From an optimization exercise on the open Yosys and OpenROAD flow, aimed at small area; shortcuts taken in it are not production practice.
Function was checked by simulation only, so behaviour that the tests miss may differ from the original.
Power is estimated from default activity; no workload was simulated.

## job 363
// padding
module padding #(
  parameter int INPUT_SIZE  = 14,
  parameter int OUTPUT_SIZE = INPUT_SIZE + 2,
  parameter int INPUT_BITS  = INPUT_SIZE * INPUT_SIZE * 4,
  parameter int OUTPUT_BITS = OUTPUT_SIZE * OUTPUT_SIZE * 4
) (
  input  logic                   clk,
  input  logic                   rst,
  input  logic                   start,
  input  logic [INPUT_BITS-1:0]  input_matrix,
  output logic [OUTPUT_BITS-1:0] output_matrix,
  output logic                   done
);
  localparam int c_ROW_BITS = INPUT_SIZE * 4;
  logic                  r_busy;    
  logic                  r_done;
  logic [INPUT_BITS-1:0] r_data;    
  logic w_load;
  logic w_keep;
  logic w_load1;
  assign w_load = start & ~r_busy & ~r_done;
  always_ff @(posedge clk or negedge rst) begin
    if (!rst) begin
      r_busy <= 1'b0;
      r_done <= 1'b0;
    end else begin
      r_busy <= w_load;
      r_done <= r_busy | (r_done & start);
    end
  end
  assign w_load1 = w_load & rst;
  assign w_keep  = rst & ~w_load;
  for (genvar i = 0; i < INPUT_BITS; i++) begin : g_bit
    padding_bit u_bit (
      .clk  (clk),
      .load (w_load1),
      .keep (w_keep),
      .d    (input_matrix[i]),
      .q    (r_data[i])
    );
  end
  always_comb begin
    output_matrix = '0;
    for (int r = 0; r < INPUT_SIZE; r++)
      output_matrix[((r + 1) * OUTPUT_SIZE + 1) * 4 +: c_ROW_BITS] =
        r_data[r * c_ROW_BITS +: c_ROW_BITS];
  end
  assign done = r_done;
endmodule
Size in the first run: about 1800 I/O pins, about 0.024 sq mm of cells after synthesis.
clock: 5.0 ns
lec_check: 0
cap_margin: 0
core_area: 5 5 395 395
die_area: 0 0 400 400
place_density: 0.4
slew_margin: 0
synth_hierarchical: 1
synth_minimum_keep_size: 0
standard.sh (not shown) runs the stock make flow with config.mk's settings and CLKGATE_MAP_FILE= SYNTH_SCRIPT=/design/flow/synth_recipe.tcl, a recipe that flattens the netlist after the stock synthesis.
==> flow/flow/run.sh <==
#!/bin/bash
# Standard ORFS layout with these changes:
#  - port buffers inserted as the smallest plain buffer (buf_1) instead of
#    the resizer's default pick;
#  - pins also on met4 (top/bottom edges) so a smaller die holds them all;
#  - each input bit's pin grouped with the pin of the output bit it feeds,
#    so each register sits next to its own two pins;
#  - a clock tree built from fewer buffers with larger sink clusters and no
#    dummy loads.
set -euo pipefail
groups=""
for ((r = 0; r < 14; r++)); do
  for ((c = 0; c < 14; c++)); do
    for ((b = 0; b < 4; b++)); do
      i=$(( (r * 14 + c) * 4 + b ))
      o=$(( ((r + 1) * 16 + c + 1) * 4 + b ))
      groups+=" -group_pins {input_matrix[$i] output_matrix[$o]}"
    done
  done
done
export PLACE_PINS_ARGS="$groups"
export BUFFER_PORTS_ARGS="-buffer_cell sky130_fd_sc_hd__buf_1"
export IO_PLACER_V="met2 met4"
export CTS_ARGS="-sink_clustering_enable -repair_clock_nets -dont_use_dummy_load -sink_clustering_size 18 -sink_clustering_max_diameter 80 -buf_list {sky130_fd_sc_hd__clkbuf_8}"
bash standard.sh > standard_make.log 2>&1
No stage failed in job 363, and the final checks on the layout all came back clean.
Here is what was changed in the inputs of job 5040 compared with job 363.
- DIE_AREA now 0 0 620 620, was 0 0 400 400
- CORE_AREA now 5 5 615 615, was 5 5 395 395
- CAP_MARGIN now 20, was 0
- SLEW_MARGIN now 20, was 0
==> flow/flow/run.sh <==
#!/bin/bash
# Standard ORFS layout, with the port buffers inserted as the smallest
# plain buffer (buf_1) instead of the resizer's default pick, and a clock
# tree built from fewer, smaller buffers with larger sink clusters.
set -euo pipefail
export BUFFER_PORTS_ARGS="-buffer_cell sky130_fd_sc_hd__buf_1"
export CTS_ARGS="-sink_clustering_enable -repair_clock_nets -dont_use_dummy_load -sink_clustering_size 20"
bash standard.sh > standard_make.log 2>&1
Results
- Job 5040 ran to completion and came out clean on the timing, design-rule and antenna checks.
- Per the comparison of job 5040 with job 363, cell count after placement climbed about 54%, clock share of power now larger, total number of nets in the final design climbed 1.3%.
- Sort job 363 and job 5040 by clock group power desc -> top: job 5040
- Diff job 363 -> job 5040 | full die area | up by more than 100%
- The type of the setup path with the least slack comes out input pin to register in one run and register to output port in the other, namely in job 363 and job 5040 respectively.
- Cell area | job 5040 vs job 363 | job 5040 larger
Input changes introduced in job 6402 (baseline for comparison: job 5040):
- DIE_AREA now 0 0 400 400, was 0 0 620 620
- CORE_AREA now 5 5 395 395, was 5 5 615 615
==> flow/flow/run.sh <==
#!/bin/bash
# Standard ORFS layout with these changes:
#  - port buffers inserted as the smallest plain buffer (buf_1) instead of
#    the resizer's default pick;
#  - pins also on met4 (top/bottom edges) so a smaller die holds them all;
#  - each input bit's pin grouped with the pin of the output bit it feeds,
#    so each register sits next to its own two pins;
#  - a clock tree built from fewer buffers with larger sink clusters and no
#    dummy loads.
set -euo pipefail
groups=""
for ((r = 0; r < 14; r++)); do
  for ((c = 0; c < 14; c++)); do
    for ((b = 0; b < 4; b++)); do
      i=$(( (r * 14 + c) * 4 + b ))
      o=$(( ((r + 1) * 16 + c + 1) * 4 + b ))
      groups+=" -group_pins {input_matrix[$i] output_matrix[$o]}"
    done
  done
done
export PLACE_PINS_ARGS="$groups"
export BUFFER_PORTS_ARGS="-buffer_cell sky130_fd_sc_hd__buf_1"
export IO_PLACER_V="met2 met4"
export CTS_ARGS="-sink_clustering_enable -repair_clock_nets -dont_use_dummy_load -sink_clustering_size 14 -sink_clustering_max_diameter 80 -buf_list {sky130_fd_sc_hd__clkbuf_8}"
bash standard.sh > standard_make.log 2>&1
Results
Placed cell area (job 5040 / job 6402): 1.11. Core utilization | job 6402 above job 5040. Note that the vertical extent of the die recorded for job 5040 amounts to 1.6 times the value seen in job 6402. Relative to job 5040, clock network contribution to total cell area has decreased by 4.3 points in job 6402. Layout-stage area growth over the synthesis result, job 5040 and job 6402: smaller value in job 6402. Against job 5040 as the reference, job 6402 delivers a lower final area. Job 6402 vs. job 5040: pre-CTS setup slack moved up; met1 wire length moved down; final worst setup slack moved up. Taking job 5040 as the reference, in job 6402 worst reg-to-reg setup slack dropped 0.08 ns, sequential share of cell area has increased.
--- input diff job 6402..job 8818 ---
==> flow/flow/run.sh <==
#!/bin/bash
# Standard ORFS layout, with the port buffers inserted as the smallest
# plain buffer (buf_1) instead of the resizer's default pick, and a clock
# tree built from fewer buffers with larger sink clusters.
set -euo pipefail
export BUFFER_PORTS_ARGS="-buffer_cell sky130_fd_sc_hd__buf_1"
export IO_PLACER_V="met2 met4"
export CTS_ARGS="-sink_clustering_enable -repair_clock_nets -dont_use_dummy_load -sink_clustering_size 30 -sink_clustering_max_diameter 80 -buf_list {sky130_fd_sc_hd__clkbuf_16}"
bash standard.sh > standard_make.log 2>&1
==> notes.md <==
- Number of max-capacitance violations reported across job 6402 and job 8818: no real change.
- Compared with job 6402, job 8818 degrades final total power.
- In job 8818, sequential share of layout area is lower than in job 6402.
- Clock-buffer cell count for job 8818: 14 down relative to job 6402
- [job 8818] placement-stage worst setup slack rose 0.0064 ns relative to job 6402
- Diff job 6402..job 8818 | final number of max-transition violations | unchanged
- Number of levels in the clock H-tree on job 8818 is down relative to job 6402.
- Tightest hold margin: job 8818 lower than job 6402
- Compared with job 6402, job 8818 has less setup slack.
- Relative to job 6402, the total of plain and repair buffers excluding clock buffers measured on job 8818 has decreased slightly.

## separate check: timing with driven ports
How much do the figures lean on ideal ports? The routed layouts below were timed once more, with nothing changed but the port constraints. Step 1 assumes that a clkbuf_16 drives the clock port and a buf_2 every other input. Step 2 moves the port delays by t, midway between the first and last clock arrival at a register: inputs arrive t later, outputs are due t later. That takes back most of the time a late clock gives input paths. Three values: no drivers, after step 1, after step 2; two values: the first two.
run | t (ns) | setup slack, ns | worst setup path at the end
job 363 | 0.757 | 2.255 / 2.306 / 1.549 | input to register
job 5040 | 0.900 | 2.218 / 2.130 / 1.430 | input to register
job 6402 | 0.760 | 2.272 / 2.319 / 1.559 | input to register
job 8818 | 0.722 | 2.244 / 2.161 / 1.871 | input to register
After both steps every run listed still meets setup and hold. The setup slack of job 5040, which loses most, moves by -0.088 ns with the drivers and by -0.788 ns with both steps.
